This design comes from an exercise in tuning for small area, a short achievable clock period and few clock cycles on the open sky130 flow, not from production work. The RTL was checked by simulation tests, not by an equivalence proof against the original design.

## flow/run.sh

```bash
#!/bin/bash
# synth_recipe.tcl (not shown) runs the flow's synth.tcl, then flattens the netlist and writes it again
# the make line also repeats each setting of config.mk as NAME=value (left out here)
make -C /OpenROAD-flow-scripts/flow DESIGN_CONFIG=/design/flow/config.mk WORK_HOME=/design/flow/orfs CLKGATE_MAP_FILE= SYNTH_SCRIPT=/design/flow/synth_recipe.tcl finish
```

## flow/design.v

```verilog
`default_nettype none
package pn_pkg;
    localparam int result_w     = 16;
    localparam int operand_w    = 3;
    localparam int buf_depth    = 16;
    localparam int buf_idx_w    = 4;
    localparam int stack_depth  = 16;
    localparam int stack_ptr_w  = $clog2(stack_depth);
    localparam int max_results  = 4;
    localparam int result_cnt_w = $clog2(max_results + 1);
    localparam int result_idx_w = $clog2(max_results);
    typedef logic signed [result_w-1:0] result_t;
    localparam result_t result_fill = {1'b0, {(result_w - 1){1'b1}}};
    typedef enum logic [1:0] {
        prefix_burst  = 2'd0,
        postfix_burst = 2'd1,
        prefix        = 2'd2,
        postfix       = 2'd3
    } pn_mode_e;
    typedef enum logic [1:0] {
        op_add     = 2'd0,
        op_sub     = 2'd1,
        op_mul     = 2'd2,
        op_abs_sum = 2'd3
    } pn_op_e;
    typedef enum logic [1:0] {
        idle,
        read,
        evaluate,
        emit
    } main_state_e;
    typedef enum logic [2:0] {
        classify,
        push_operand,
        pop_first,
        pop_second,
        calculate,
        push_result
    } stack_step_e;
    typedef struct packed {
        logic                 is_operator;
        logic [operand_w-1:0] value;
    } token_t;
    typedef struct packed {
        logic start;
        logic step;
        logic reverse;
    } scan_cmd_t;
    typedef struct packed {
        logic    push;
        logic    pop;
        result_t push_data;
    } stack_cmd_t;
    typedef struct packed {
        logic   load_first;
        logic   load_second;
        pn_op_e op;
        logic   postfix;
    } alu_cmd_t;
    typedef struct packed {
        logic clear;
        logic record;
        logic emit_start;
        logic descending;
    } collect_cmd_t;
endpackage
`default_nettype wire
`default_nettype none
module mul16lo (
    input  wire [15:0] a,
    input  wire [15:0] b,
    output wire [15:0] p
);
    wire pp0_0 = a[0] & b[0];
    wire pp0_1 = a[1] & b[0];
    wire pp0_2 = a[2] & b[0];
    wire pp0_3 = a[3] & b[0];
    wire pp0_4 = a[4] & b[0];
    wire pp0_5 = a[5] & b[0];
    wire pp0_6 = a[6] & b[0];
    wire pp0_7 = a[7] & b[0];
    wire pp0_8 = a[8] & b[0];
    wire pp0_9 = a[9] & b[0];
    wire pp0_10 = a[10] & b[0];
    wire pp0_11 = a[11] & b[0];
    wire pp0_12 = a[12] & b[0];
    wire pp0_13 = a[13] & b[0];
    wire pp0_14 = a[14] & b[0];
    wire pp0_15 = a[15] & b[0];
    wire pp1_0 = a[0] & b[1];
    wire pp1_1 = a[1] & b[1];
    wire pp1_2 = a[2] & b[1];
    wire pp1_3 = a[3] & b[1];
    wire pp1_4 = a[4] & b[1];
    wire pp1_5 = a[5] & b[1];
    wire pp1_6 = a[6] & b[1];
    wire pp1_7 = a[7] & b[1];
    wire pp1_8 = a[8] & b[1];
    wire pp1_9 = a[9] & b[1];
    wire pp1_10 = a[10] & b[1];
    wire pp1_11 = a[11] & b[1];
    wire pp1_12 = a[12] & b[1];
    wire pp1_13 = a[13] & b[1];
    wire pp1_14 = a[14] & b[1];
    wire pp2_0 = a[0] & b[2];
    wire pp2_1 = a[1] & b[2];
    wire pp2_2 = a[2] & b[2];
    wire pp2_3 = a[3] & b[2];
    wire pp2_4 = a[4] & b[2];
    wire pp2_5 = a[5] & b[2];
    wire pp2_6 = a[6] & b[2];
    wire pp2_7 = a[7] & b[2];
    wire pp2_8 = a[8] & b[2];
    wire pp2_9 = a[9] & b[2];
    wire pp2_10 = a[10] & b[2];
    wire pp2_11 = a[11] & b[2];
    wire pp2_12 = a[12] & b[2];
    wire pp2_13 = a[13] & b[2];
    wire pp3_0 = a[0] & b[3];
    wire pp3_1 = a[1] & b[3];
    wire pp3_2 = a[2] & b[3];
    wire pp3_3 = a[3] & b[3];
    wire pp3_4 = a[4] & b[3];
    wire pp3_5 = a[5] & b[3];
    wire pp3_6 = a[6] & b[3];
    wire pp3_7 = a[7] & b[3];
    wire pp3_8 = a[8] & b[3];
    wire pp3_9 = a[9] & b[3];
    wire pp3_10 = a[10] & b[3];
    wire pp3_11 = a[11] & b[3];
    wire pp3_12 = a[12] & b[3];
    wire pp4_0 = a[0] & b[4];
    wire pp4_1 = a[1] & b[4];
    wire pp4_2 = a[2] & b[4];
    wire pp4_3 = a[3] & b[4];
    wire pp4_4 = a[4] & b[4];
    wire pp4_5 = a[5] & b[4];
    wire pp4_6 = a[6] & b[4];
    wire pp4_7 = a[7] & b[4];
    wire pp4_8 = a[8] & b[4];
    wire pp4_9 = a[9] & b[4];
    wire pp4_10 = a[10] & b[4];
    wire pp4_11 = a[11] & b[4];
    wire pp5_0 = a[0] & b[5];
    wire pp5_1 = a[1] & b[5];
    wire pp5_2 = a[2] & b[5];
    wire pp5_3 = a[3] & b[5];
    wire pp5_4 = a[4] & b[5];
    wire pp5_5 = a[5] & b[5];
    wire pp5_6 = a[6] & b[5];
    wire pp5_7 = a[7] & b[5];
    wire pp5_8 = a[8] & b[5];
    wire pp5_9 = a[9] & b[5];
    wire pp5_10 = a[10] & b[5];
    wire pp6_0 = a[0] & b[6];
    wire pp6_1 = a[1] & b[6];
    wire pp6_2 = a[2] & b[6];
    wire pp6_3 = a[3] & b[6];
    wire pp6_4 = a[4] & b[6];
    wire pp6_5 = a[5] & b[6];
    wire pp6_6 = a[6] & b[6];
    wire pp6_7 = a[7] & b[6];
    wire pp6_8 = a[8] & b[6];
    wire pp6_9 = a[9] & b[6];
    wire pp7_0 = a[0] & b[7];
    wire pp7_1 = a[1] & b[7];
    wire pp7_2 = a[2] & b[7];
    wire pp7_3 = a[3] & b[7];
    wire pp7_4 = a[4] & b[7];
    wire pp7_5 = a[5] & b[7];
    wire pp7_6 = a[6] & b[7];
    wire pp7_7 = a[7] & b[7];
    wire pp7_8 = a[8] & b[7];
    wire pp8_0 = a[0] & b[8];
    wire pp8_1 = a[1] & b[8];
    wire pp8_2 = a[2] & b[8];
    wire pp8_3 = a[3] & b[8];
    wire pp8_4 = a[4] & b[8];
    wire pp8_5 = a[5] & b[8];
    wire pp8_6 = a[6] & b[8];
    wire pp8_7 = a[7] & b[8];
    wire pp9_0 = a[0] & b[9];
    wire pp9_1 = a[1] & b[9];
    wire pp9_2 = a[2] & b[9];
    wire pp9_3 = a[3] & b[9];
    wire pp9_4 = a[4] & b[9];
    wire pp9_5 = a[5] & b[9];
    wire pp9_6 = a[6] & b[9];
    wire pp10_0 = a[0] & b[10];
    wire pp10_1 = a[1] & b[10];
    wire pp10_2 = a[2] & b[10];
    wire pp10_3 = a[3] & b[10];
    wire pp10_4 = a[4] & b[10];
    wire pp10_5 = a[5] & b[10];
    wire pp11_0 = a[0] & b[11];
    wire pp11_1 = a[1] & b[11];
    wire pp11_2 = a[2] & b[11];
    wire pp11_3 = a[3] & b[11];
    wire pp11_4 = a[4] & b[11];
    wire pp12_0 = a[0] & b[12];
    wire pp12_1 = a[1] & b[12];
    wire pp12_2 = a[2] & b[12];
    wire pp12_3 = a[3] & b[12];
    wire pp13_0 = a[0] & b[13];
    wire pp13_1 = a[1] & b[13];
    wire pp13_2 = a[2] & b[13];
    wire pp14_0 = a[0] & b[14];
    wire pp14_1 = a[1] & b[14];
    wire pp15_0 = a[0] & b[15];
    wire s0 = pp0_13 ^ pp1_12;
    wire k0 = pp0_13 & pp1_12;
    wire s1 = pp0_14 ^ pp1_13 ^ pp2_12;
    wire k1 = (pp0_14 & pp1_13) | (pp0_14 & pp2_12) | (pp1_13 & pp2_12);
    wire s2 = pp3_11 ^ pp4_10;
    wire k2 = pp3_11 & pp4_10;
    wire s3 = pp0_15 ^ pp1_14 ^ pp2_13;
    wire k3 = (pp0_15 & pp1_14) | (pp0_15 & pp2_13) | (pp1_14 & pp2_13);
    wire s4 = pp3_12 ^ pp4_11 ^ pp5_10;
    wire k4 = (pp3_12 & pp4_11) | (pp3_12 & pp5_10) | (pp4_11 & pp5_10);
    wire s5 = pp6_9 ^ pp7_8;
    wire k5 = pp6_9 & pp7_8;
    wire s6 = pp0_9 ^ pp1_8;
    wire k6 = pp0_9 & pp1_8;
    wire s7 = pp0_10 ^ pp1_9 ^ pp2_8;
    wire k7 = (pp0_10 & pp1_9) | (pp0_10 & pp2_8) | (pp1_9 & pp2_8);
    wire s8 = pp3_7 ^ pp4_6;
    wire k8 = pp3_7 & pp4_6;
    wire s9 = pp0_11 ^ pp1_10 ^ pp2_9;
    wire k9 = (pp0_11 & pp1_10) | (pp0_11 & pp2_9) | (pp1_10 & pp2_9);
    wire s10 = pp3_8 ^ pp4_7 ^ pp5_6;
    wire k10 = (pp3_8 & pp4_7) | (pp3_8 & pp5_6) | (pp4_7 & pp5_6);
    wire s11 = pp6_5 ^ pp7_4;
    wire k11 = pp6_5 & pp7_4;
    wire s12 = pp0_12 ^ pp1_11 ^ pp2_10;
    wire k12 = (pp0_12 & pp1_11) | (pp0_12 & pp2_10) | (pp1_11 & pp2_10);
    wire s13 = pp3_9 ^ pp4_8 ^ pp5_7;
    wire k13 = (pp3_9 & pp4_8) | (pp3_9 & pp5_7) | (pp4_8 & pp5_7);
    wire s14 = pp6_6 ^ pp7_5 ^ pp8_4;
    wire k14 = (pp6_6 & pp7_5) | (pp6_6 & pp8_4) | (pp7_5 & pp8_4);
    wire s15 = pp9_3 ^ pp10_2;
    wire k15 = pp9_3 & pp10_2;
    wire s16 = s0 ^ pp2_11 ^ pp3_10;
    wire k16 = (s0 & pp2_11) | (s0 & pp3_10) | (pp2_11 & pp3_10);
    wire s17 = pp4_9 ^ pp5_8 ^ pp6_7;
    wire k17 = (pp4_9 & pp5_8) | (pp4_9 & pp6_7) | (pp5_8 & pp6_7);
    wire s18 = pp7_6 ^ pp8_5 ^ pp9_4;
    wire k18 = (pp7_6 & pp8_5) | (pp7_6 & pp9_4) | (pp8_5 & pp9_4);
    wire s19 = pp10_3 ^ pp11_2 ^ pp12_1;
    wire k19 = (pp10_3 & pp11_2) | (pp10_3 & pp12_1) | (pp11_2 & pp12_1);
    wire s20 = s1 ^ s2 ^ pp5_9;
    wire k20 = (s1 & s2) | (s1 & pp5_9) | (s2 & pp5_9);
    wire s21 = pp6_8 ^ pp7_7 ^ pp8_6;
    wire k21 = (pp6_8 & pp7_7) | (pp6_8 & pp8_6) | (pp7_7 & pp8_6);
    wire s22 = pp9_5 ^ pp10_4 ^ pp11_3;
    wire k22 = (pp9_5 & pp10_4) | (pp9_5 & pp11_3) | (pp10_4 & pp11_3);
    wire s23 = pp12_2 ^ pp13_1 ^ pp14_0;
    wire k23 = (pp12_2 & pp13_1) | (pp12_2 & pp14_0) | (pp13_1 & pp14_0);
    wire s24 = s3 ^ s4 ^ s5;
    wire k24 = (s3 & s4) | (s3 & s5) | (s4 & s5);
    wire s25 = pp8_7 ^ pp9_6 ^ pp10_5;
    wire k25 = (pp8_7 & pp9_6) | (pp8_7 & pp10_5) | (pp9_6 & pp10_5);
    wire s26 = pp11_4 ^ pp12_3 ^ pp13_2;
    wire k26 = (pp11_4 & pp12_3) | (pp11_4 & pp13_2) | (pp12_3 & pp13_2);
    wire s27 = pp14_1 ^ pp15_0 ^ k1;
    wire k27 = (pp14_1 & pp15_0) | (pp14_1 & k1) | (pp15_0 & k1);
    wire s28 = pp0_6 ^ pp1_5;
    wire k28 = pp0_6 & pp1_5;
    wire s29 = pp0_7 ^ pp1_6 ^ pp2_5;
    wire k29 = (pp0_7 & pp1_6) | (pp0_7 & pp2_5) | (pp1_6 & pp2_5);
    wire s30 = pp3_4 ^ pp4_3;
    wire k30 = pp3_4 & pp4_3;
    wire s31 = pp0_8 ^ pp1_7 ^ pp2_6;
    wire k31 = (pp0_8 & pp1_7) | (pp0_8 & pp2_6) | (pp1_7 & pp2_6);
    wire s32 = pp3_5 ^ pp4_4 ^ pp5_3;
    wire k32 = (pp3_5 & pp4_4) | (pp3_5 & pp5_3) | (pp4_4 & pp5_3);
    wire s33 = pp6_2 ^ pp7_1;
    wire k33 = pp6_2 & pp7_1;
    wire s34 = s6 ^ pp2_7 ^ pp3_6;
    wire k34 = (s6 & pp2_7) | (s6 & pp3_6) | (pp2_7 & pp3_6);
    wire s35 = pp4_5 ^ pp5_4 ^ pp6_3;
    wire k35 = (pp4_5 & pp5_4) | (pp4_5 & pp6_3) | (pp5_4 & pp6_3);
    wire s36 = pp7_2 ^ pp8_1 ^ pp9_0;
    wire k36 = (pp7_2 & pp8_1) | (pp7_2 & pp9_0) | (pp8_1 & pp9_0);
    wire s37 = s7 ^ s8 ^ pp5_5;
    wire k37 = (s7 & s8) | (s7 & pp5_5) | (s8 & pp5_5);
    wire s38 = pp6_4 ^ pp7_3 ^ pp8_2;
    wire k38 = (pp6_4 & pp7_3) | (pp6_4 & pp8_2) | (pp7_3 & pp8_2);
    wire s39 = pp9_1 ^ pp10_0 ^ k6;
    wire k39 = (pp9_1 & pp10_0) | (pp9_1 & k6) | (pp10_0 & k6);
    wire s40 = s9 ^ s10 ^ s11;
    wire k40 = (s9 & s10) | (s9 & s11) | (s10 & s11);
    wire s41 = pp8_3 ^ pp9_2 ^ pp10_1;
    wire k41 = (pp8_3 & pp9_2) | (pp8_3 & pp10_1) | (pp9_2 & pp10_1);
    wire s42 = pp11_0 ^ k7 ^ k8;
    wire k42 = (pp11_0 & k7) | (pp11_0 & k8) | (k7 & k8);
    wire s43 = s12 ^ s13 ^ s14;
    wire k43 = (s12 & s13) | (s12 & s14) | (s13 & s14);
    wire s44 = s15 ^ pp11_1 ^ pp12_0;
    wire k44 = (s15 & pp11_1) | (s15 & pp12_0) | (pp11_1 & pp12_0);
    wire s45 = k9 ^ k10 ^ k11;
    wire k45 = (k9 & k10) | (k9 & k11) | (k10 & k11);
    wire s46 = s16 ^ s17 ^ s18;
    wire k46 = (s16 & s17) | (s16 & s18) | (s17 & s18);
    wire s47 = s19 ^ pp13_0 ^ k12;
    wire k47 = (s19 & pp13_0) | (s19 & k12) | (pp13_0 & k12);
    wire s48 = k13 ^ k14 ^ k15;
    wire k48 = (k13 & k14) | (k13 & k15) | (k14 & k15);
    wire s49 = s20 ^ s21 ^ s22;
    wire k49 = (s20 & s21) | (s20 & s22) | (s21 & s22);
    wire s50 = s23 ^ k0 ^ k16;
    wire k50 = (s23 & k0) | (s23 & k16) | (k0 & k16);
    wire s51 = k17 ^ k18 ^ k19;
    wire k51 = (k17 & k18) | (k17 & k19) | (k18 & k19);
    wire s52 = s24 ^ s25 ^ s26;
    wire k52 = (s24 & s25) | (s24 & s26) | (s25 & s26);
    wire s53 = s27 ^ k2 ^ k20;
    wire k53 = (s27 & k2) | (s27 & k20) | (k2 & k20);
    wire s54 = k21 ^ k22 ^ k23;
    wire k54 = (k21 & k22) | (k21 & k23) | (k22 & k23);
    wire s55 = pp0_4 ^ pp1_3;
    wire k55 = pp0_4 & pp1_3;
    wire s56 = pp0_5 ^ pp1_4 ^ pp2_3;
    wire k56 = (pp0_5 & pp1_4) | (pp0_5 & pp2_3) | (pp1_4 & pp2_3);
    wire s57 = pp3_2 ^ pp4_1;
    wire k57 = pp3_2 & pp4_1;
    wire s58 = s28 ^ pp2_4 ^ pp3_3;
    wire k58 = (s28 & pp2_4) | (s28 & pp3_3) | (pp2_4 & pp3_3);
    wire s59 = pp4_2 ^ pp5_1 ^ pp6_0;
    wire k59 = (pp4_2 & pp5_1) | (pp4_2 & pp6_0) | (pp5_1 & pp6_0);
    wire s60 = s29 ^ s30 ^ pp5_2;
    wire k60 = (s29 & s30) | (s29 & pp5_2) | (s30 & pp5_2);
    wire s61 = pp6_1 ^ pp7_0 ^ k28;
    wire k61 = (pp6_1 & pp7_0) | (pp6_1 & k28) | (pp7_0 & k28);
    wire s62 = s31 ^ s32 ^ s33;
    wire k62 = (s31 & s32) | (s31 & s33) | (s32 & s33);
    wire s63 = pp8_0 ^ k29 ^ k30;
    wire k63 = (pp8_0 & k29) | (pp8_0 & k30) | (k29 & k30);
    wire s64 = s34 ^ s35 ^ s36;
    wire k64 = (s34 & s35) | (s34 & s36) | (s35 & s36);
    wire s65 = k31 ^ k32 ^ k33;
    wire k65 = (k31 & k32) | (k31 & k33) | (k32 & k33);
    wire s66 = s37 ^ s38 ^ s39;
    wire k66 = (s37 & s38) | (s37 & s39) | (s38 & s39);
    wire s67 = k34 ^ k35 ^ k36;
    wire k67 = (k34 & k35) | (k34 & k36) | (k35 & k36);
    wire s68 = s40 ^ s41 ^ s42;
    wire k68 = (s40 & s41) | (s40 & s42) | (s41 & s42);
    wire s69 = k37 ^ k38 ^ k39;
    wire k69 = (k37 & k38) | (k37 & k39) | (k38 & k39);
    wire s70 = s43 ^ s44 ^ s45;
    wire k70 = (s43 & s44) | (s43 & s45) | (s44 & s45);
    wire s71 = k40 ^ k41 ^ k42;
    wire k71 = (k40 & k41) | (k40 & k42) | (k41 & k42);
    wire s72 = s46 ^ s47 ^ s48;
    wire k72 = (s46 & s47) | (s46 & s48) | (s47 & s48);
    wire s73 = k43 ^ k44 ^ k45;
    wire k73 = (k43 & k44) | (k43 & k45) | (k44 & k45);
    wire s74 = s49 ^ s50 ^ s51;
    wire k74 = (s49 & s50) | (s49 & s51) | (s50 & s51);
    wire s75 = k46 ^ k47 ^ k48;
    wire k75 = (k46 & k47) | (k46 & k48) | (k47 & k48);
    wire s76 = s52 ^ s53 ^ s54;
    wire k76 = (s52 & s53) | (s52 & s54) | (s53 & s54);
    wire s77 = k49 ^ k50 ^ k51;
    wire k77 = (k49 & k50) | (k49 & k51) | (k50 & k51);
    wire s78 = pp0_3 ^ pp1_2;
    wire k78 = pp0_3 & pp1_2;
    wire s79 = s55 ^ pp2_2 ^ pp3_1;
    wire k79 = (s55 & pp2_2) | (s55 & pp3_1) | (pp2_2 & pp3_1);
    wire s80 = s56 ^ s57 ^ pp5_0;
    wire k80 = (s56 & s57) | (s56 & pp5_0) | (s57 & pp5_0);
    wire s81 = s58 ^ s59 ^ k56;
    wire k81 = (s58 & s59) | (s58 & k56) | (s59 & k56);
    wire s82 = s60 ^ s61 ^ k58;
    wire k82 = (s60 & s61) | (s60 & k58) | (s61 & k58);
    wire s83 = s62 ^ s63 ^ k60;
    wire k83 = (s62 & s63) | (s62 & k60) | (s63 & k60);
    wire s84 = s64 ^ s65 ^ k62;
    wire k84 = (s64 & s65) | (s64 & k62) | (s65 & k62);
    wire s85 = s66 ^ s67 ^ k64;
    wire k85 = (s66 & s67) | (s66 & k64) | (s67 & k64);
    wire s86 = s68 ^ s69 ^ k66;
    wire k86 = (s68 & s69) | (s68 & k66) | (s69 & k66);
    wire s87 = s70 ^ s71 ^ k68;
    wire k87 = (s70 & s71) | (s70 & k68) | (s71 & k68);
    wire s88 = s72 ^ s73 ^ k70;
    wire k88 = (s72 & s73) | (s72 & k70) | (s73 & k70);
    wire s89 = s74 ^ s75 ^ k72;
    wire k89 = (s74 & s75) | (s74 & k72) | (s75 & k72);
    wire s90 = s76 ^ s77 ^ k74;
    wire k90 = (s76 & s77) | (s76 & k74) | (s77 & k74);
    wire s91 = pp0_2 ^ pp1_1;
    wire k91 = pp0_2 & pp1_1;
    wire s92 = s78 ^ pp2_1 ^ pp3_0;
    wire k92 = (s78 & pp2_1) | (s78 & pp3_0) | (pp2_1 & pp3_0);
    wire s93 = s79 ^ pp4_0 ^ k78;
    wire k93 = (s79 & pp4_0) | (s79 & k78) | (pp4_0 & k78);
    wire s94 = s80 ^ k55 ^ k79;
    wire k94 = (s80 & k55) | (s80 & k79) | (k55 & k79);
    wire s95 = s81 ^ k57 ^ k80;
    wire k95 = (s81 & k57) | (s81 & k80) | (k57 & k80);
    wire s96 = s82 ^ k59 ^ k81;
    wire k96 = (s82 & k59) | (s82 & k81) | (k59 & k81);
    wire s97 = s83 ^ k61 ^ k82;
    wire k97 = (s83 & k61) | (s83 & k82) | (k61 & k82);
    wire s98 = s84 ^ k63 ^ k83;
    wire k98 = (s84 & k63) | (s84 & k83) | (k63 & k83);
    wire s99 = s85 ^ k65 ^ k84;
    wire k99 = (s85 & k65) | (s85 & k84) | (k65 & k84);
    wire s100 = s86 ^ k67 ^ k85;
    wire k100 = (s86 & k67) | (s86 & k85) | (k67 & k85);
    wire s101 = s87 ^ k69 ^ k86;
    wire k101 = (s87 & k69) | (s87 & k86) | (k69 & k86);
    wire s102 = s88 ^ k71 ^ k87;
    wire k102 = (s88 & k71) | (s88 & k87) | (k71 & k87);
    wire s103 = s89 ^ k73 ^ k88;
    wire k103 = (s89 & k73) | (s89 & k88) | (k73 & k88);
    wire s104 = s90 ^ k75 ^ k89;
    wire k104 = (s90 & k75) | (s90 & k89) | (k75 & k89);
    wire [15:0] x = {s104, s103, s102, s101, s100, s99, s98, s97, s96, s95, s94, s93, s92, s91, pp0_1, pp0_0};
    wire [15:0] y = {k103, k102, k101, k100, k99, k98, k97, k96, k95, k94, k93, k92, k91, pp2_0, pp1_0, 1'b0};
    assign p = x + y;
endmodule
`default_nettype wire
`timescale 1ns/1ps
`default_nettype none
module pn_evaluator (
    input  wire                         clk,
    input  wire                         rst_n,
    input  wire [1:0]                   mode,
    input  wire                         operator,
    input  wire [pn_pkg::operand_w-1:0] in,
    input  wire                         in_valid,
    output logic                        out_valid,
    output pn_pkg::result_t             out
);
    localparam int VW  = 3;    
    localparam int VT  = 7;    
    localparam int VD  = 10;   
    localparam int FD  = 7;    
    localparam int QD  = 3;    
    localparam int BW  = 7;    
    localparam logic [1:0] S_IDLE = 2'd0;
    localparam logic [1:0] S_RECV = 2'd1;
    localparam logic [1:0] S_WAIT = 2'd2;
    localparam logic [1:0] S_EMIT = 2'd3;
    logic [1:0] st;
    logic       pre_q;     
    logic       bur_q;     
    logic       pend;      
    logic       first_pending;
    logic [15:0] vhi [0:VW-1];
    logic [2:0]  vlo [0:VD-1];
    logic [2:0]    f_n;    
    logic [1:0]    f_v;    
    assign f_v = {f_n[2] | f_n[1], f_n != 3'd0};
    logic [FD-1:0] f_l;
    logic [1:0]    f_op [0:FD-1];
    logic [3:0]    q [0:QD-1];
    logic [1:0]    qcnt;
    logic [3:0]    lval;
    wire idle  = (st == S_IDLE);
    wire recv  = (st == S_RECV);
    wire waits = (st == S_WAIT);
    wire emit  = (st == S_EMIT);
    logic [15:3]    hs [0:1];
    logic [VT-1:VW] vt;
    wire            wide_up = |vhi[VW-1][15:3];
    logic [15:0] v [0:VD+1];
    always_comb begin
        for (int i = 0; i < VD + 2; i++) begin
            if (i < VW)       v[i] = {vhi[i][15:3], vlo[i]};
            else if (i == VW) v[i] = {vt[VW] ? hs[0] : 13'd0, vlo[i]};
            else if (i < VD)  v[i] = {13'd0, vlo[i]};
            else              v[i] = '0;
        end
    end
    wire       qnz    = (qcnt != 2'd0);
    wire       cur_v  = qnz | in_valid;
    wire       cur_op = qnz ? q[0][3] : operator;
    wire [2:0] cur_x  = qnz ? q[0][2:0] : in;
    wire casc  = pend & f_v[1] & f_l[1];
    wire take  = cur_v & ~casc;
    wire t_op  = take & cur_op;
    wire t_opd = take & ~cur_op;
    wire fpush  = t_op & (idle | pre_q);
    wire pf_op  = t_op & ~idle & ~pre_q & ~bur_q;
    wire pb_op  = t_op & ~idle & ~pre_q & bur_q;
    wire top_l  = f_v[0] & f_l[0];
    wire qb_red = t_opd & ~idle & pre_q & bur_q & top_l & ~pend;
    wire pend_n = casc | (t_opd & ~idle & pre_q & ~bur_q & (pend | top_l));
    logic [1:0]  alu_op;
    logic [15:0] a, b, sum, r;
    wire         sub = (alu_op == 2'd1);
    assign alu_op = pre_q ? f_op[0] : cur_x[1:0];
    assign a   = v[1];
    assign b   = v[0];
    assign sum = a + (b ^ {16{sub}}) + {15'd0, sub};
    logic [15:0] prod;
    mul16lo mul_inst (.a(a), .b(b), .p(prod));
    always_comb begin
        case (alu_op)
            2'd0:    r = sum;
            2'd1:    r = sum;
            2'd2:    r = prod;
            default: r = sum[15] ? -sum : sum;
        endcase
    end
    logic [2:0]    bl, br;
    logic [1:0]    bop;
    logic signed [BW-1:0] bres;
    assign bl  = pre_q ? vlo[0] : vlo[1];
    assign br  = pre_q ? in : vlo[0];
    assign bop = pre_q ? f_op[0] : in[1:0];
    always_comb begin
        case (bop)
            2'd1:    bres = {4'd0, bl} - {4'd0, br};
            2'd2:    bres = {4'd0, bl} * {4'd0, br};
            default: bres = {4'd0, bl} + {4'd0, br};
        endcase
    end
    wire red  = pend;
    wire redx = red & t_opd;
    wire push = t_opd & ~red & ~qb_red;
    wire pop1 = (red & ~t_opd) | pf_op | qb_red;
    always_ff @(posedge clk) begin
        for (int i = 0; i < VD; i++) begin
            if (push) begin
                vlo[i] <= (i == 0) ? cur_x : v[i-1][2:0];
            end else if (redx) begin
                if (i == 0) vlo[i] <= cur_x;
                else if (i == 1) vlo[i] <= r[2:0];
            end else if (pop1) begin
                vlo[i] <= (i == 0 && !qb_red) ? r[2:0] : v[i+1][2:0];
            end else if (pb_op) begin
                vlo[i] <= v[i+2][2:0];
            end
        end
        for (int i = 0; i < VW; i++) begin
            if (push) begin
                vhi[i][15:3] <= (i == 0) ? 13'd0 : v[i-1][15:3];
            end else if (redx) begin
                if (i == 0) vhi[i][15:3] <= 13'd0;
                else if (i == 1) vhi[i][15:3] <= r[15:3];
            end else if (pop1 || pb_op) begin
                vhi[i][15:3] <= (i == 0 && !qb_red && !pb_op) ? r[15:3] : v[i+1][15:3];
            end
        end
        if (push) begin
            if (wide_up) begin
                hs[0] <= vhi[VW-1][15:3];
                hs[1] <= hs[0];
            end
            vt <= {vt[VT-2:VW], wide_up};
        end else if (!redx && (pop1 || pb_op)) begin
            if (vt[VW]) hs[0] <= hs[1];
            vt <= {1'b0, vt[VT-1:VW+1]};
        end
        if (bur_q && !idle) begin
            {vhi[VW-1][14:3], hs[1], hs[0]} <= bx_n;
        end
    end
    always_ff @(posedge clk or negedge rst_n) begin
        if (!rst_n) begin
            f_n <= '0;
        end else if (idle) begin
            if (take) f_n <= {2'd0, cur_op};
        end else if (red) begin
            if (!t_op) f_n <= f_n - 3'd1;
        end else if (fpush) begin
            f_n <= f_n + 3'd1;
        end else if (qb_red) begin
            f_n <= f_n - 3'd1;
        end
    end
    always_ff @(posedge clk) begin
        if (idle) begin
            f_op[0] <= cur_x[1:0];
            f_l[0]  <= 1'b0;
        end else if (red) begin
            if (t_op) begin
                f_op[0] <= cur_x[1:0];
                f_l[0]  <= 1'b0;
                f_l[1]  <= 1'b1;
            end else begin
                for (int i = 0; i < FD - 1; i++) begin
                    f_op[i] <= f_op[i+1];
                    f_l[i]  <= f_l[i+1];
                end
                f_l[0] <= 1'b1;
            end
        end else if (fpush) begin
            for (int i = 1; i < FD; i++) begin
                f_op[i] <= f_op[i-1];
                f_l[i]  <= f_l[i-1];
            end
            f_op[0] <= cur_x[1:0];
            f_l[0]  <= 1'b0;
        end else if (qb_red) begin
            for (int i = 0; i < FD - 1; i++) begin
                f_op[i] <= f_op[i+1];
                f_l[i]  <= f_l[i+1];
            end
        end else if (t_opd && pre_q && !top_l) begin
            f_l[0] <= 1'b1;
        end
    end
    wire q_push = in_valid & (qnz | casc);
    wire q_pop  = qnz & take;
    wire [1:0] q_wr = qcnt - {1'b0, q_pop};
    always_ff @(posedge clk) begin
        for (int i = 0; i < QD; i++) begin
            if (q_push && q_wr == 2'(i)) begin
                q[i] <= {operator, in};
            end else if (q_pop) begin
                q[i] <= (i < QD - 1) ? q[i+1] : q[i];
            end
        end
    end
    always_ff @(posedge clk or negedge rst_n) begin
        if (!rst_n) begin
            qcnt <= '0;
        end else begin
            qcnt <= qcnt + {1'b0, q_push} - {1'b0, q_pop};
        end
    end
    wire       flag_new = qb_red & ~f_v[1] & first_pending;
    wire       ins      = pb_op | qb_red;
    wire       full     = &lval;
    logic [3:0] wr;
    always_comb begin
        wr = '0;
        if (!full) begin
            if (!lval[0])      wr[0] = 1'b1;
            else if (!lval[1]) wr[1] = 1'b1;
            else if (!lval[2]) wr[2] = 1'b1;
            else               wr[3] = 1'b1;
        end else if (pre_q && !flag_new) begin
            wr = lf;
        end
        if (!ins) wr = '0;
    end
    logic [37:0] bx, bx_n;
    assign bx = {vhi[VW-1][14:3], hs[1], hs[0]};
    logic signed [BW-1:0] lv [0:3];
    logic [3:0] lf;
    logic bf [0:3][0:3];
    function automatic int bf_bit(input int i, input int j);
        bf_bit = (i == 0) ? 31 + j : (i == 1) ? 33 + j : 37;
    endfunction
    always_comb begin
        for (int j = 0; j < 4; j++) begin
            lv[j] = bx[7*j +: BW];
            lf[j] = bx[28 + j];
        end
        for (int i = 0; i < 4; i++) begin
            for (int j = 0; j < 4; j++) begin
                bf[i][j] = (i < j) ? bx[bf_bit(i, j)] : 1'b0;
            end
        end
    end
    logic first [0:3];    
    always_comb begin
        for (int j = 0; j < 4; j++) first[j] = pre_q ? (bres > lv[j]) : (bres < lv[j]);
        bx_n = bx;
        for (int i = 0; i < 4; i++) begin
            if (wr[i]) begin
                bx_n[7*i +: BW] = bres;
                bx_n[28 + i]    = flag_new;
            end
            for (int j = i + 1; j < 4; j++) begin
                if (wr[i])      bx_n[bf_bit(i, j)] = first[j];
                else if (wr[j]) bx_n[bf_bit(i, j)] = !first[i];
            end
        end
    end
    logic [3:0] sel;
    always_comb begin
        for (int i = 0; i < 4; i++) begin
            sel[i] = lval[i];
            for (int j = 0; j < 4; j++) begin
                if (j > i) sel[i] = sel[i] & (~lval[j] | bf[i][j]);
                if (j < i) sel[i] = sel[i] & (~lval[j] | ~bf[j][i]);
            end
        end
    end
    logic signed [BW-1:0] pick;
    always_comb begin
        pick = '0;
        for (int i = 0; i < 4; i++) pick = pick | (lv[i] & {BW{sel[i]}});
    end
    wire present = emit | (recv & ~in_valid & bur_q);
    wire last_res = ((lval & ~sel) == 4'd0);
    always_ff @(posedge clk or negedge rst_n) begin
        if (!rst_n) begin
            lval <= '0;
        end else if (idle) begin
            lval <= '0;
        end else if (present) begin
            lval <= lval & ~sel;
        end else begin
            lval <= lval | wr;
        end
    end
    wire done = ~pend & ~qnz;
    wire endc = recv & ~in_valid;
    always_ff @(posedge clk or negedge rst_n) begin
        if (!rst_n) begin
            st            <= S_IDLE;
            pre_q         <= 1'b0;
            bur_q         <= 1'b0;
            pend          <= 1'b0;
            first_pending <= 1'b0;
        end else begin
            pend <= pend_n;
            if (flag_new) first_pending <= 1'b0;
            case (st)
                S_IDLE: begin
                    if (in_valid) begin
                        st            <= S_RECV;
                        pre_q         <= ~mode[0];
                        bur_q         <= ~mode[1];
                        first_pending <= operator;
                    end
                end
                S_RECV: begin
                    if (!in_valid) begin
                        if (bur_q) begin
                            st <= last_res ? S_IDLE : S_EMIT;
                        end else begin
                            st <= done ? S_IDLE : S_WAIT;
                        end
                    end
                end
                S_WAIT: begin
                    if (done) st <= S_IDLE;
                end
                default: begin
                    if (last_res) st <= S_IDLE;
                end
            endcase
        end
    end
    wire ov_reg = emit | (waits & done);
    wire ov_end = recv & (bur_q | done);
    assign out_valid = ov_reg | (ov_end & ~in_valid);
    logic [15:0] res;
    always_comb begin
        if (bur_q) res = {{(16 - BW){pick[BW-1]}}, pick};
        else       res = v[0];
    end
    assign out = (res & {16{ov_reg}}) | (res & {16{ov_end & ~in_valid}});
endmodule
`default_nettype wire
```

## flow/constraint.sdc

```tcl
create_clock -name core_clock -period 9.0 [get_ports {clk}]
set_input_delay 1.8000 -clock core_clock [delete_from_list [all_inputs] [get_ports {clk}]]
set_output_delay 1.8000 -clock core_clock [all_outputs]
set_load 0.01 [all_outputs]
```

## flow/config.mk

```make
export PLATFORM = sky130hd
export DESIGN_NAME = pn_evaluator
export DESIGN_NICKNAME = pn_evaluator
export VERILOG_FILES = /design/flow/design.v
export SDC_FILE = /design/flow/constraint.sdc
export NUM_CORES = 4
export LEC_CHECK = 0
export ABC_CLOCK_PERIOD_IN_PS = 3000
export CAP_MARGIN = 20
export CORE_MARGIN = 2
export CORE_UTILIZATION = 40
export SETUP_SLACK_MARGIN = 3.5
export SLEW_MARGIN = 20
export TNS_END_PERCENT = 100
```

==> summary.txt, run 1 <==
Critical path
  • CP max FO: 3
  • Top cell family by delay on the critical path: adder cells
  • Worst endpoint required time: between 9000 and 10000 ps
  • Slowest stage delay, CP: roughly 530 ps
  • Critical path's slowest cell: fa_1
  • Worst path cell trace: buf_6 > buf_6 > and2_1 > ha_4 > fa_1 > inv_1 > fa_1 > inv_1 > fa_1 > inv_1 > fa_2 > fa_2 > xnor2_2 > xnor2_1 > xnor2_1 > xnor2_1 > xnor3_1 > and3_1 > o21ai_2 > o211ai_1 > a22o_1
  • Worst setup EP type: register
  • CP Launch Type: register
  • Reg2reg setup slack: 3480 ps
  • Critical Path AT: 5850 ps
  • Setup Crit Path Kind: reg2reg
  • Buf/Inv on CP: 5

Timing
  • Slew Viols, Final: 0
  • Worst Tran Pin Value: 1010 ps
  • Clock Skews: 7.85 ps
  • Final Setup Violations: 0
  • Final Hold Vio Count: 0
  • Fmax: 0.181 GHz
  • Post-route clock period utilization: 61.3%
  • Slew headroom: between 30 and 40%
  • Worst hold margin: 450 ps
  • RSZ-0062 raised after global routing: true
  • Setup TNS Final: 0 ps
  • Clock period minus final worst setup slack: 5520 ps

Die
  • Rows: 70
  • Die Ht: 196 µm
  • Initial core utilization: 40.4%
  • IO Pins: 26
  • Die ar.: about 0.038 mm²
  • Die X: a little under 200 µm
  • Core area: 0.0363 mm²

Cells and area
  • Area Overhead vs Synth: 18.3%
  • Final #Nets: 1930
  • Filler cell count: between 3000 and 4000
  • Final instance area: around 0.017 mm²
  • Layout cells sized above 1: 17.0%
  • Reg area: 0.00421 mm²
  • Area of the multi-input gates: 0.0103 mm²
  • Commonest cells after routing, fill and taps aside: nand2_1 (247), inv_1 (154), nor2_1 (123)
  • Most common cell after layout, fill and taps aside: nand2_1
  • Diodes inserted: 0

GRT
  • Global-route wire length before repair: 72800 µm
  • Number of global-route vias before repair: 12971
  • Largest net degree at the start of global routing: 48
  • Global route overflow: 0
  • Antenna violations before repair: 0
  • Gr usage total: 24.5%

Detailed routing
  • Drt first-iter violations: 1101
  • Via/cell ratio: 5.89
  • Vias: 13124
  • Routed Antenna Nets: 0
  • Final wirelength: 47200 µm
  • Initial DRT Pass Iterations: 5
  • DRC: 0
  • Routed wire per std cell: 21.2 µm

Flow run
  • Max Cap Viol: 0

Placed design
  • Area after DPL: 0.0154 mm²
  • Port Buffer Count: 25
  • Placer Congestion: 0.923
  • Hpwl dp: around 33000 µm

Clock tree
  • Total clock buffers created by CTS: 17
  • H-tree levels: 4
  • Clk Latency, worst-skew pair: 440 ps
  • Clock Pin Slew Worst Setup and Hold Paths: 70 ps
  • TritonCTS clock tree: done
  • Number of clock sinks: about 150
  • CTS Hold Bufs: 0
  • Root buffer cell: clkbuf_16
  • CTS max path bufs: 2

Synthesis
  • Synth Instances: 1695
  • Synth warnings: 10
  • Prevailing post-synth register cell: edfxtp_1
  • Dominant cell type by area after synthesis: edfxtp_1
  • Number of synthesized flops with an enable pin: 118
  • Number of register bits inferred by synthesis: 147
  • Seq/Total Area, Yosys: between 20% and 30%
  • Mapped Area: 0.0147 mm²
  • Asr flop ratio synth: 10.2%
  • Yosys cell types: 85
  • Yosys top cell area share: 24.1%
  • Area contributors post-synth: edfxtp_1 (24%), fa_1 (11%), ha_1 (7.7%), nand2_1 (6.4%), inv_1 (4.1%)
  • Net Count, Synth: roughly 1900
  • Synthesized area per cell: 8.67 µm²

Outcome
  • Status: no timing/DRC/antenna violations

Worst hold path
  • Hold crit path type: reg2reg
-- synth_stat cells (all sizes together) (6+ instances only) --
cell     instances
a221oi          10
o21a            25
o21ai           64
o2111ai          7
xnor2           30
or2              8
mux2i           15
o22ai           14
dfxtp           14
clkbuf          88
a31oi           42
buf             10
dfrtp           15
nor2           130
o31ai           10
nand3           39
nor2b           17
edfxtp         118
xor2            34
nor3            21
nand4            8
a211oi          19
a22o             7
and3            16
fa              84
inv            159
and2            77
nand2b          20
o211ai           7
a21oi           81
a21o            18
mux2            27
o31a             6
nand2          252
a32oi            6
ha              90
a22oi           10
a221o           10
o22a            13
-- stage by stage --
step                      setup slack [ps]  instances  util (%)
after floorplan                       3420       1695         -
after global placement                2230       2120      42.5
after detailed placement              2080       2120      42.5
after CTS                             3360       2202      46.3
after global routing                  3340       2228      47.8
final                                 3480       2228      47.8
-- cell families (layout without fill, tap and decap cells) --
group | after synthesis | in the layout | synth area share (%)
flip-flops | 147 | 147 | 28.6
AND/OR/NAND/NOR | 612 | 612 | 19.4
adder cells (fa/ha/maj) | 174 | 174 | 19.1
buffers and inverters | 257 | 321 | 6.79
multiplexers | 42 | 42 | 3.09
AO/OA/AOI/OAI | 398 | 399 | 19.1
XOR/XNOR | 65 | 65 | 3.97
-- cell type report --
class                           count  area share, %
Clock buffer                       18           2.47
Multi-Input combinational cell   1292           59.1
Timing Repair Buffer              130           6.63
Inverter                          159           3.44
Clock inverter                     14          0.828
Tap cell                          468           3.37
Sequential cell                   147           24.2
-- final timing paths --
check                      startpoint    endpoint  depth (start not counted)
min                        f_op[5][0]  f_op[6][0]                          0
min in group asynchronous       rst_n     qcnt[0]                          1
max                         vlo[0][0]  vhi[0][15]                         21
max in group asynchronous       rst_n       pre_q                          1
max reg2reg                 vlo[0][0]  vhi[0][15]                         21
min reg2reg                f_op[5][0]  f_op[6][0]                          0
-- layer usage --
| metal | global-route usage, % | wire length [µm] |
|---|---|---|
| met1 | 32.1 | 20100 |
| met4 | 10.9 | 1830 |
| met5 | 0 | 0 |
| met2 | 40.0 | 22300 |
| met3 | 3.83 | 2910 |
-- registers in the layout, summed over array words and instances (netlist names) --
name	flops
pre_q	1
vhi	39
f_n	3
pend	1
bur_q	1
hs	26
vlo	30
f_op	14
st	2
q	12
qcnt	2
vt	4
f_l	7
first_pending	1
lval	4
-- timing repair --
action	CTS	global route
gates cloned	0	1
endpoints found under the hold margin	0	0
endpoints found under the setup margin	91	77
pin swaps	44	68
gates resized for setup	89	72
setup buffers	50	25
Testbench counts, summed over its fixed seeds: cycles 11,704.
==> run 2, diff against run 1 <==
--- a/flow/design.v
+++ b/flow/design.v
@@ -491,17 +491,16 @@
     wire pend_n = casc | (t_opd & ~idle & pre_q & ~bur_q & (pend | top_l));
     logic [1:0]  alu_op;
     logic [15:0] a, b, sum, r;
-    wire         sub = (alu_op == 2'd1);
     assign alu_op = pre_q ? f_op[0] : cur_x[1:0];
     assign a   = v[1];
     assign b   = v[0];
-    assign sum = a + (b ^ {16{sub}}) + {15'd0, sub};
+    assign sum = a + b;
     logic [15:0] prod;
     mul16lo mul_inst (.a(a), .b(b), .p(prod));
     always_comb begin
         case (alu_op)
             2'd0:    r = sum;
-            2'd1:    r = sum;
+            2'd1:    r = a - b;
             2'd2:    r = prod;
             default: r = sum[15] ? -sum : sum;
         endcase
==> summary.txt, run 2 <==
Die
  • Die ar.: 0.0389 mm² (+1.6%)
  • Die X: 197 µm (+0.78%)
  • IO Pins: 26 (unchanged)
  • Die Ht: 197 µm (+0.78%)
  • Rows: 70 (unchanged)
  • Initial core utilization: 40.7% (+0.26 points)
  • Core area: 0.0367 mm² (+0.96%)

Synthesis
  • Area contributors post-synth: edfxtp_1 (24%), fa_1 (11%), ha_1 (8.8%), nand2_1 (5.7%), inv_1 (4.6%)
  • Yosys top cell area share: 23.7% (-0.38 points)
  • Synth warnings: 10 (unchanged)
  • Count leader, synth: nand2_1
  • Asr flop ratio synth: 10.2% (unchanged)
  • Seq/Total Area, Yosys: 28.1% (-0.45 points)
  • Number of register bits inferred by synthesis: 147 (unchanged)
  • Dominant cell type by area after synthesis: edfxtp_1
  • Prevailing post-synth register cell: edfxtp_1
  • Number of synthesized flops with an enable pin: 118 (unchanged)
  • Synth Instances: 1756 (+3.6%)
  • Net Count, Synth: 1955 (+4.1%)
  • Top cells by count, synth: nand2_1 (227), inv_1 (183), nor2_1 (147), edfxtp_1 (118), ha_1 (105)
  • Yosys cell types: 78 (-8.2%)
  • Synthesized area per cell: 8.50 µm² (-1.9%)
  • Mapped Area: 0.0149 mm² (+1.6%)

Clock tree
  • Number of clock sinks: 147 (unchanged)
  • CTS max path bufs: 2 (unchanged)
  • H-tree levels: 4 (unchanged)
  • Total clock buffers created by CTS: 17 (unchanged)
  • TritonCTS clock tree: done
  • Clk Latency, worst-skew pair: 430 ps (about the same)
  • Root buffer cell: clkbuf_16
  • Clock Pin Slew Worst Setup and Hold Paths: 70 ps (about the same)

Timing
  • Final Setup Violations: 0 (unchanged)
  • Setup TNS Final: 0 ps (unchanged)
  • Slew Viols, Final: 0 (unchanged)
  • Post-route clock period utilization: 62.4% (+1.1 points)
  • Worst hold margin: 451 ps (+1.17 ps)
  • Fmax: 0.178 GHz (-1.7%)
  • RSZ-0062 raised after global routing: true
  • Slew headroom: 21.3% (-11 points)
  • Worst Tran Pin Value: 1170 ps (+160 ps)
  • Final Hold Vio Count: 0 (unchanged)
  • Clock period minus final worst setup slack: 5610 ps (+96.3 ps)
  • Clock Skews: 11.6 ps (+3.75 ps)

GRT
  • Antenna violations before repair: 0 (unchanged)
  • Largest net degree at the start of global routing: 52 (+8.3%)
  • Gr usage total: 25.2% (+0.71 points)
  • Number of global-route vias before repair: 12798 (-1.3%)
  • Global route overflow: 0 (unchanged)
  • Global-route wire length before repair: 75100 µm (+3.1%)

Critical path
  • Reg2reg setup slack: 3390 ps (-100 ps)
  • Worst setup EP type: register
  • Top cell family by delay on the critical path: adder cells
  • Worst path cell trace: nand2_1 > fa_1 > fa_1 > inv_2 > fa_1 > inv_1 > fa_1 > inv_2 > fa_1 > ha_4 > and3_4 > a21oi_4 > o311ai_2 > a21o_1 > a31oi_4 > xnor2_2 > nor2_1 > or4_4 > o21ai_2
  • R2R Path End: vhi[1][14]
  • CP max FO: 4 (+1)
  • Buf/Inv on CP: 3 (-2)
  • R2r worst-path depth: 19 (-9.5%)
  • Setup Crit Path Kind: reg2reg
  • Critical path's slowest cell: fa_1
  • CP Launch Type: register
  • Slowest stage delay, CP: 580 ps (+50 ps)
  • Most used cell, CP: fa_1
  • Worst endpoint required time: 9260 ps (-70 ps)
  • Reg2reg start: vhi[1][8]
  • Critical Path AT: 5880 ps (+30 ps)

Cells and area
  • Diodes inserted: 0 (unchanged)
  • Commonest cells after routing, fill and taps aside: nand2_1 (225), inv_1 (180), nor2_1 (146)
  • Layout cells sized above 1: 10.6% (-6.4 points)
  • Biggest register: vhi
  • Largest registers: vhi x39, vlo x30, hs x26
  • Largest register FFs: 39 (unchanged)
  • Final #Nets: 1960 (+1.6%)
  • Filler cell count: 3582 (+4.1%)
  • Util after Layout: 45.7% (-2.1 points)
  • Final instance area: 0.0168 mm² (-3.6%)
  • Most common cell after layout, fill and taps aside: nand2_1
  • Area Overhead vs Synth: 12.3%

Detailed routing
  • Initial DRT Pass Iterations: 6 (+1)
  • DRC: 0 (unchanged)
  • Drt first-iter violations: 1443 (+31%)
  • Vias: 13306 (+1.4%)
  • Routed wire per std cell: 21.8 µm (+2.8%)
  • Routed Antenna Nets: 0 (unchanged)
  • Final wirelength: 48800 µm (+3.5%)
  • Via/cell ratio: 5.93 (+0.75%)

Placed design
  • Hpwl dp: 35200 µm (+7.6%)
  • Area after DPL: 0.0156 mm² (+0.74%)
  • Placer Congestion: 0.981 (+6.3%)
  • Port Buffer Count: 25 (unchanged)

Flow run
  • Max Cap Viol: 0 (unchanged)

Worst hold path
  • Worst Hold Path Cells: 0 (unchanged)
  • Hold EP: f_op[6][0]
  • Hold crit path type: reg2reg
  • HP Start: f_op[5][0]

Outcome
  • Status: no timing/DRC/antenna violations
==> run 2: changes by cell type after synthesis, moves of 12 or more <==
cell	previous run	this run
a211oi_1	16	30
and2_1	76	62
a21oi_1	81	97
o22a_1	13	0
xnor2_1	30	51
nor2_1	130	147
inv_1	159	183
nor3_1	21	33
ha_1	90	105
o21a_1	25	13
nand2_1	252	227
o21ai_0	61	81
==> run 2: repair_timing <==
action                     in CTS  in global routing
resized for setup              27                 39
setup buffers                  34                  1
setup endpoints to repair      44                 37
pin swaps                      15                 30
hold buffers                    0                  0
gates cloned                    1                  0
==> run 2: cell families after synthesis <==
logic type               after synthesis  synth area share, %
AND/OR/NAND/NOR                      622                 19.5
AO/OA/AOI/OAI                        398                 17.2
buffers and inverters                278                 7.13
adder cells (fa/ha/maj)              190                 20.2
flip-flops                           147                 28.1
XOR/XNOR                              74                 4.34
multiplexers                          47                 3.41
==> run 2: per-stage QoR <==
step | worst slack [ps] | std cells
6_report | 3390 | 2242
5_1_grt | 3230 | 2242
4_1_cts | 3510 | 2241
3_5_place_dp | 2210 | 2174
3_3_place_gp | 2320 | 2174
2_1_floorplan | 3520 | 1756
==> run 2: how the worst max path moves through the flow <==
stage	from	to	slack, ps	cells after the start
final	vhi[1][8]	vhi[1][14]	3390	19
after global placement	in[1]	vhi[2][11]	2320	20
after CTS	operator	hs[0][10]	3510	10
after floorplan	in[1]	vhi[2][9]	3520	19
after global routing	vhi[1][8]	vhi[1][14]	3230	19
after detailed placement	in[1]	vhi[2][10]	2210	20
==> run 2: cell type report <==
cell class / instances / area [µm²] / area share (%)
multi-input cells: 1331 / 9880 / 59.0
flip-flops and latches: 147 / 4210 / 25.1
repair buffers: 80 / 738 / 4.41
inverters: 184 / 691 / 4.12
well taps: 468 / 586 / 3.49
clock buffers: 22 / 518 / 3.09
clock inverters: 10 / 131 / 0.784
==> run 2: per-layer routing <==
metal	vias to the layer above	track usage, %	part of all wire, %
met5	-	0	0
met4	0	9.13	3.3
met3	95	2.68	7.0
met2	595	40.4	46
met1	6537	35.4	44
li1	6079	-	-
Testbench counts of run 2, summed over its fixed seeds: cycles 11,704.
==> run 3, diff against run 2 <==
--- a/flow/design.v
+++ b/flow/design.v
@@ -459,6 +459,8 @@
     logic [3:0]    q [0:QD-1];
     logic [1:0]    qcnt;
     logic [3:0]    lval;
+    logic [37:0]   bx, bx_n;
+    logic [3:0]    lf;
     wire idle  = (st == S_IDLE);
     wire recv  = (st == S_RECV);
     wire waits = (st == S_WAIT);
@@ -639,10 +641,8 @@
         end
         if (!ins) wr = '0;
     end
-    logic [37:0] bx, bx_n;
     assign bx = {vhi[VW-1][14:3], hs[1], hs[0]};
     logic signed [BW-1:0] lv [0:3];
-    logic [3:0] lf;
     logic bf [0:3][0:3];
     function automatic int bf_bit(input int i, input int j);
         bf_bit = (i == 0) ? 31 + j : (i == 1) ? 33 + j : 37;
@@ -702,7 +702,6 @@
         end
     end
     wire done = ~pend & ~qnz;
-    wire endc = recv & ~in_valid;
     always_ff @(posedge clk or negedge rst_n) begin
         if (!rst_n) begin
             st            <= S_IDLE;
--- a/flow/config.mk
+++ b/flow/config.mk
@@ -11,4 +11,4 @@
 export CORE_UTILIZATION = 40
 export SETUP_SLACK_MARGIN = 3.5
 export SLEW_MARGIN = 20
-export TNS_END_PERCENT = 100
+export TNS_END_PERCENT = 0
==> summary.txt, run 3 <==
Timing
  • Worst hold margin: 464 ps (+12.9 ps)
  • Clock period minus final worst setup slack: 5510 ps (-101 ps)
  • Slew Viols, Final: 0 (unchanged)
  • Slew headroom: 25.7% (+4.3 points)
  • Final Hold Vio Count: 0 (unchanged)
  • RSZ-0062 raised after global routing: true
  • Clock Skews: 9.16 ps (-2.43 ps)
  • Setup TNS Final: 0 ps (unchanged)
  • Post-route clock period utilization: 61.2% (-1.1 points)
  • Worst Tran Pin Value: 1110 ps (-62.0 ps)
  • Fmax: 0.181 GHz (+1.8%)
  • Final Setup Violations: 0 (unchanged)

Cells and area
  • Biggest register: vhi
  • Final #Nets: 1975 (+0.77%)
  • Area Overhead vs Synth: 13.6%
  • Largest registers: vhi x39, vlo x30, hs x26
  • Diodes inserted: 0 (unchanged)
  • Layout cells sized above 1: 12.4% (+1.8 points)
  • Most common cell after layout, fill and taps aside: nand2_1
  • Commonest cells after routing, fill and taps aside: nand2_1 (217), inv_1 (172), nor2_1 (125)
  • Final instance area: 0.0171 mm² (+2.1%)
  • Largest register FFs: 39 (unchanged)
  • Util after Layout: 45.7% (+0.066 points)

Flow run
  • Max Cap Viol: 0 (unchanged)

Critical path
  • Worst setup EP type: register
  • Setup Crit Path Kind: reg2reg
  • CP max FO: 9 (+5)
  • Reg2reg start: vlo[0][0]
  • Critical Path AT: 5780 ps (-100 ps)
  • Reg2reg setup slack: 3490 ps (+100 ps)
  • R2r worst-path depth: 20 (+1)
  • R2R Path End: vhi[1][15]
  • Worst endpoint required time: 9270 ps (about the same)
  • CP Launch Type: register

GRT
  • Global route overflow: 0 (unchanged)
  • Number of global-route vias before repair: 12934 (+1.1%)
  • Largest net degree at the start of global routing: 70 (+35%)
  • Global-route wire length before repair: 76200 µm (+1.4%)
  • Antenna violations before repair: 0 (unchanged)
  • Gr usage total: 25.6% (+0.37 points)

Synthesis
  • Net Count, Synth: 1937 (-0.92%)
  • Count leader, synth: nand2_1
  • Synth Instances: 1738 (-1.0%)
  • Mapped Area: 0.0151 mm² (+0.91%)
  • Dominant cell type by area after synthesis: edfxtp_1
  • Number of register bits inferred by synthesis: 147 (unchanged)
  • Area contributors post-synth: edfxtp_1 (24%), fa_1 (11%), ha_1 (8.7%), nand2_1 (5.5%), inv_1 (4.5%)
  • Prevailing post-synth register cell: edfxtp_1
  • Yosys top cell area share: 23.5% (-0.21 points)
  • Number of synthesized flops with an enable pin: 118 (unchanged)
  • Asr flop ratio synth: 10.2% (unchanged)
  • Seq/Total Area, Yosys: 27.9% (-0.25 points)
  • Synthesized area per cell: 8.66 µm² (+2.0%)
  • Top cells by count, synth: nand2_1 (222), inv_1 (179), nor2_1 (125), edfxtp_1 (118), o21ai_0 (108)
  • Synth warnings: 10 (unchanged)
  • Yosys cell types: 83 (+6.4%)

Detailed routing
  • Final wirelength: 49500 µm (+1.3%)
  • Initial DRT Pass Iterations: 8 (+2)
  • Via/cell ratio: 5.82 (-2.0%)
  • Drt first-iter violations: 1516 (+5.1%)
  • DRC: 0 (unchanged)
  • Routed Antenna Nets: 0 (unchanged)
  • Routed wire per std cell: 21.5 µm (-1.2%)
  • Vias: 13377 (+0.53%)

Clock tree
  • H-tree levels: 4 (unchanged)
  • Clk Latency, worst-skew pair: 440 ps (about the same)
  • CTS max path bufs: 2 (unchanged)
  • TritonCTS clock tree: done
  • Number of clock sinks: 147 (unchanged)
  • Total clock buffers created by CTS: 17 (unchanged)
  • CTS Hold Bufs: 0 (unchanged)
  • Root buffer cell: clkbuf_16
  • Clock Pin Slew Worst Setup and Hold Paths: 70 ps (about the same)

Worst hold path
  • Worst Hold Path Cells: 0 (unchanged)
  • Hold EP: f_l[6]
  • Hold crit path type: reg2reg
  • HP Start: f_l[5]

Placed design
  • Placer Congestion: 0.928 (-5.4%)
  • Area after DPL: 0.0158 mm² (+1.7%)
  • Port Buffer Count: 25 (unchanged)
  • Hpwl dp: 35500 µm (+0.90%)

Die
  • IO Pins: 26 (unchanged)
  • Initial core utilization: 40.3% (-0.40 points)
  • Die ar.: 0.0392 mm² (+0.88%)
  • Rows: 71 (+1.4%)
  • Core area: 0.0374 mm² (+1.9%)
  • Die Ht: 198 µm (+0.44%)
  • Die X: 198 µm (+0.44%)

Outcome
  • Status: no timing/DRC/antenna violations
-- run 3: changes by cell type after synthesis, sizes merged, moves of 10 or more --
cell,change
nor2,-23
o21ai,+21
a31oi,-18
mux2i,+18
nor3,-15
clkbuf,-11
and3,-10
o22ai,+10
-- run 3: worst max-delay path by stage --
stage / from / endpoint / slack, ps / cells after the start
6_report: vlo[0][0] / vhi[1][15] / 3490 / 20
3_3_place_gp: in[1] / vhi[2][13] / 2600 / 20
4_1_cts: vlo[0][2] / vhi[1][15] / 3470 / 19
3_5_place_dp: in[1] / vhi[2][13] / 2480 / 20
5_1_grt: vlo[0][0] / vhi[1][14] / 3340 / 19
2_1_floorplan: vlo[0][0] / vhi[1][15] / 3500 / 19
-- run 3: worst max-delay path, cell delays in order, from the launching register on --
cell      delay (ps)
edfxtp_1         450
buf_12           180
buf_6            130
buf_4            170
and2_1           150
ha_1             270
inv_1             50
fa_1             540
inv_1             60
fa_1             500
fa_1             510
ha_2             220
or4_4            480
o21ai_1          140
nand2_1          100
o31a_1           330
a31o_4           250
xor2_2           170
a211oi_2         250
a211oi_2          80
a221oi_2         290
-- run 3: timing repair --
item | CTS | global route
pin swaps | 14 | 33
setup buffers | 38 | 16
setup endpoints to repair | 26 | 32
gates resized for setup | 29 | 44
-- run 3: per-layer routing --
layer	track usage, %	part of all wire, %	vias to the layer above
met5	0	0	-
met3	3.17	7.4	97
met2	41.7	46	549
met4	9.05	3.3	0
met1	35.0	43	6597
li1	-	-	6134
-- run 3: layout make-up --
cell class	count	area, µm²
repair buffers	105	911
flip-flops and latches	147	4210
fillers	3612	20300
inverters	182	684
clock buffers	17	425
multi-input cells	1323	10100
well taps	511	639
clock inverters	15	170
-- run 3: logic make-up (layout without fill, tap and decap cells) --
group / count (synthesis) / count (layout) / synth area share (%)
fa+ha+maj: 190 / 190 / 20.0
compound gates: 420 / 420 / 18.1
mux: 63 / 63 / 4.43
buf+inv: 268 / 319 / 6.90
flops: 147 / 147 / 27.9
xor+xnor: 80 / 80 / 4.65
simple gates: 570 / 570 / 18.0
-- run 3: through the flow --
stage	instances	setup slack (ps)
global placement	2214	2600
floorplan	1738	3500
CTS	2284	3470
detailed placement	2214	2480
global route	2300	3340
finish	2300	3490
Testbench counts of run 3, summed over its fixed seeds: cycles 11,704.
==> run 4, diff against run 3 <==
--- a/flow/config.mk
+++ b/flow/config.mk
@@ -8,7 +8,7 @@
 export ABC_CLOCK_PERIOD_IN_PS = 3000
 export CAP_MARGIN = 20
 export CORE_MARGIN = 2
-export CORE_UTILIZATION = 40
+export CORE_UTILIZATION = 30
 export SETUP_SLACK_MARGIN = 3.5
 export SLEW_MARGIN = 20
-export TNS_END_PERCENT = 0
+export TNS_END_PERCENT = 100
==> summary.txt, run 4 <==
Synthesis
  • Asr flop ratio synth: 10.2% (unchanged)
  • Prevailing post-synth register cell: edfxtp_1
  • Net Count, Synth: 1937 (unchanged)
  • Synth Instances: 1738 (unchanged)
  • Seq/Total Area, Yosys: 27.9% (unchanged)
  • Number of register bits inferred by synthesis: 147 (unchanged)
  • Yosys cell types: 83 (unchanged)
  • Top cells by count, synth: nand2_1 (222), inv_1 (179), nor2_1 (125), edfxtp_1 (118), o21ai_0 (108)
  • Number of synthesized flops with an enable pin: 118 (unchanged)
  • Yosys top cell area share: 23.5% (unchanged)
  • Synthesized area per cell: 8.66 µm² (unchanged)
  • Area contributors post-synth: edfxtp_1 (24%), fa_1 (11%), ha_1 (8.7%), nand2_1 (5.5%), inv_1 (4.5%)
  • Count leader, synth: nand2_1
  • Mapped Area: 0.0151 mm² (unchanged)
  • Dominant cell type by area after synthesis: edfxtp_1

Detailed routing
  • Vias: 13229 (-1.1%)
  • Drt first-iter violations: 1330 (-12%)
  • Initial DRT Pass Iterations: 6 (-2)
  • Routed Antenna Nets: 0 (unchanged)
  • Routed wire per std cell: 20.1 µm (-6.7%)

Critical path
  • Critical Path AT: 5720 ps (-60 ps)
  • Reg2reg setup slack: 3450 ps (-40 ps)
  • CP Launch Point: vlo[0][1]
  • R2R Path End: vhi[1][15]
  • Worst endpoint required time: 9160 ps (-110 ps)
  • Reg2reg start: vlo[0][1]
  • CP max FO: 3 (-6)

Timing
  • Post-route setup slack: 3450 ps (-42.5 ps)
  • Final Setup Violations: 0 (unchanged)
  • Slew headroom: 25.7% (+0.084 points)
  • Clock period minus final worst setup slack: 5550 ps (+42.5 ps)
  • Slew Viols, Final: 0 (unchanged)
  • RSZ-0062 raised after global routing: true
  • Setup TNS Final: 0 ps (unchanged)
  • Post-route clock period utilization: 61.7% (+0.47 points)
  • Clock Skews: 10.4 ps (+1.28 ps)
  • Fmax: 0.180 GHz (-0.77%)

Placed design
  • Port Buffer Count: 25 (unchanged)
  • Post-Place Cells: 2374 (+7.2%)
  • Hpwl dp: 36200 µm (+1.9%)
  • Pre-CTS setup slack: 2370 ps (-107 ps)
  • Placer Congestion: 0.958 (+3.3%)

GRT
  • Grt met2 use: 30.0% (-12 points)
  • Antenna violations before repair: 0 (unchanged)
  • Met3 GRT Util: 2.45% (-0.72 points)
  • Busiest grt layer: met2
  • Largest net degree at the start of global routing: 60 (-14%)
  • Number of global-route vias before repair: 12951 (+0.13%)
  • Gr usage total: 18.7% (-6.9 points)
  • Global route overflow: 0 (unchanged)

Die
  • Core area: 0.0499 mm² (+33%)
  • Die ar.: 0.0520 mm² (+33%)
  • Rows: 82 (+15%)

Clock tree
  • CTS Hold Bufs: 0 (unchanged)
  • Root buffer cell: clkbuf_16
  • Clk Latency, worst-skew pair: 440 ps (about the same)
  • CTS max path bufs: 2 (unchanged)
  • Clock Pin Slew Worst Setup and Hold Paths: 60 ps (about the same)
  • H-tree levels: 4 (unchanged)

Outcome
  • Status: no timing/DRC/antenna violations

Flow run
  • Max Cap Viol: 0 (unchanged)

Cells and area
  • Diodes inserted: 0 (unchanged)
  • Area Overhead vs Synth: 14.7%
  • Layout cells sized above 1: 11.7% (-0.61 points)
  • Fin cells: 2443 (+6.2%)
  • Final #Nets: 1957 (-0.91%)
  • Biggest register: vhi
  • Reg area: 0.00421 mm² (+0.12%)

Worst hold path
  • Hold crit path type: reg2reg
-- run 4: cell count changes in the layout (fill, tap and decap cells not counted), moves of 4 or more --
cell | previous run | this run
inv_2 | 8 | 2
a211oi_2 | 6 | 12
ha_2 | 2 | 6
inv_1 | 172 | 178
buf_4 | 70 | 53
a211oi_1 | 24 | 18
nand2_2 | 6 | 2
-- run 4: timing repair --
action,CTS,global route
setup endpoints to repair,64,45
buffers inserted,28,7
gates cloned,2,0
pin swaps,14,20
resized for setup,33,47
-- run 4: cells by family (layout without fill, tap and decap cells) --
| family | count (synthesis) | in the layout | synth area share [%] |
|---|---|---|---|
| XOR/XNOR | 80 | 80 | 4.65 |
| buffers and inverters | 268 | 301 | 6.90 |
| adder cells (fa/ha/maj) | 190 | 190 | 20.0 |
| AND/OR/NAND/NOR | 570 | 570 | 18.0 |
| multiplexers | 63 | 63 | 4.43 |
| flip-flops | 147 | 147 | 27.9 |
| AO/OA/AOI/OAI | 420 | 420 | 18.1 |
-- run 4: cell type report --
type                       count  share of cell area (%)
clock buffer                  17                    2.46
clock inverter                15                    1.03
inverter                     182                    3.96
multi-input combinational   1323                    58.7
sequential                   147                    24.4
tap                          672                    4.87
timing repair buffer          87                    4.65
-- run 4: per-layer routing --
metal | part of all wire [%] | vias up
met5 | 0 | -
met4 | 3.3 | 0
met3 | 7.9 | 98
met2 | 45 | 580
met1 | 44 | 6460
li1 | - | 6091
-- run 4: how the worst min path moves through the flow --
stage                          start    endpoint  slack (ps)  cells after the start
final                         f_l[5]      f_l[6]         460                      0
after global routing      f_op[5][1]  f_op[6][1]         490                      0
after CTS                 f_op[5][1]  f_op[6][1]         470                      0
after detailed placement  f_op[5][1]  f_op[6][1]         450                      0
after global placement        f_l[5]      f_l[6]         440                      0
after floorplan               f_l[5]      f_l[6]         420                      0
-- run 4: per-stage QoR --
step	utilization, %	area, µm²	hold WS [ps]
finish	34.6	17300	462
global route	34.6	17300	486
CTS	34.2	17000	467
detailed placement	32.1	16000	452
global placement	32.1	16000	440
floorplan	-	15100	422
-- run 4: critical path, stage by stage, from the launching register on --
cell	delay, ps
edfxtp_1	480
buf_6	170
nand2_1	80
fa_1	440
fa_1	540
fa_1	460
fa_1	570
fa_1	440
fa_2	390
xor2_2	190
xnor2_1	180
xnor2_1	160
xnor2_1	110
xnor2_1	240
xnor2_2	190
xor2_2	170
a211oi_2	80
a211oi_2	280
a221oi_2	120

==> afterwards: timing with drivers on the ports <==
In the flow no input, the clock included, has a driving cell. The finished layouts below were timed again as built, in two steps. Step 1 assumes that a clkbuf_16 drives the clock port and a buf_2 every other input. Step 2 also shifts input and output timing later by t, the mid clock arrival at the registers, as if the neighbouring blocks saw the same clock. Slacks: ideal ports / drivers / drivers and shift; pairs: ideal ports / drivers.
run	t, ns	slack for setup (ns)	hold WS [ns]	worst setup path at the end
run 1	0.484	3.484 / 3.484 / 3.105	0.450 / 0.450 / 0.450	input to register
run 2	0.478	3.388 / 3.388 / 3.237	0.451 / 0.451 / 0.451	input to register
run 3	0.482	3.489 / 3.489 / 3.135	0.464 / 0.464 / 0.464	input to register
run 4	0.483	3.447 / 3.447 / 3.169	0.462 / 0.462 / 0.462	input to register
After both steps setup and hold are still met in every run listed. The setup slack of run 1, which loses most, moves by 0.000 ns with the drivers and by -0.379 ns with both steps.
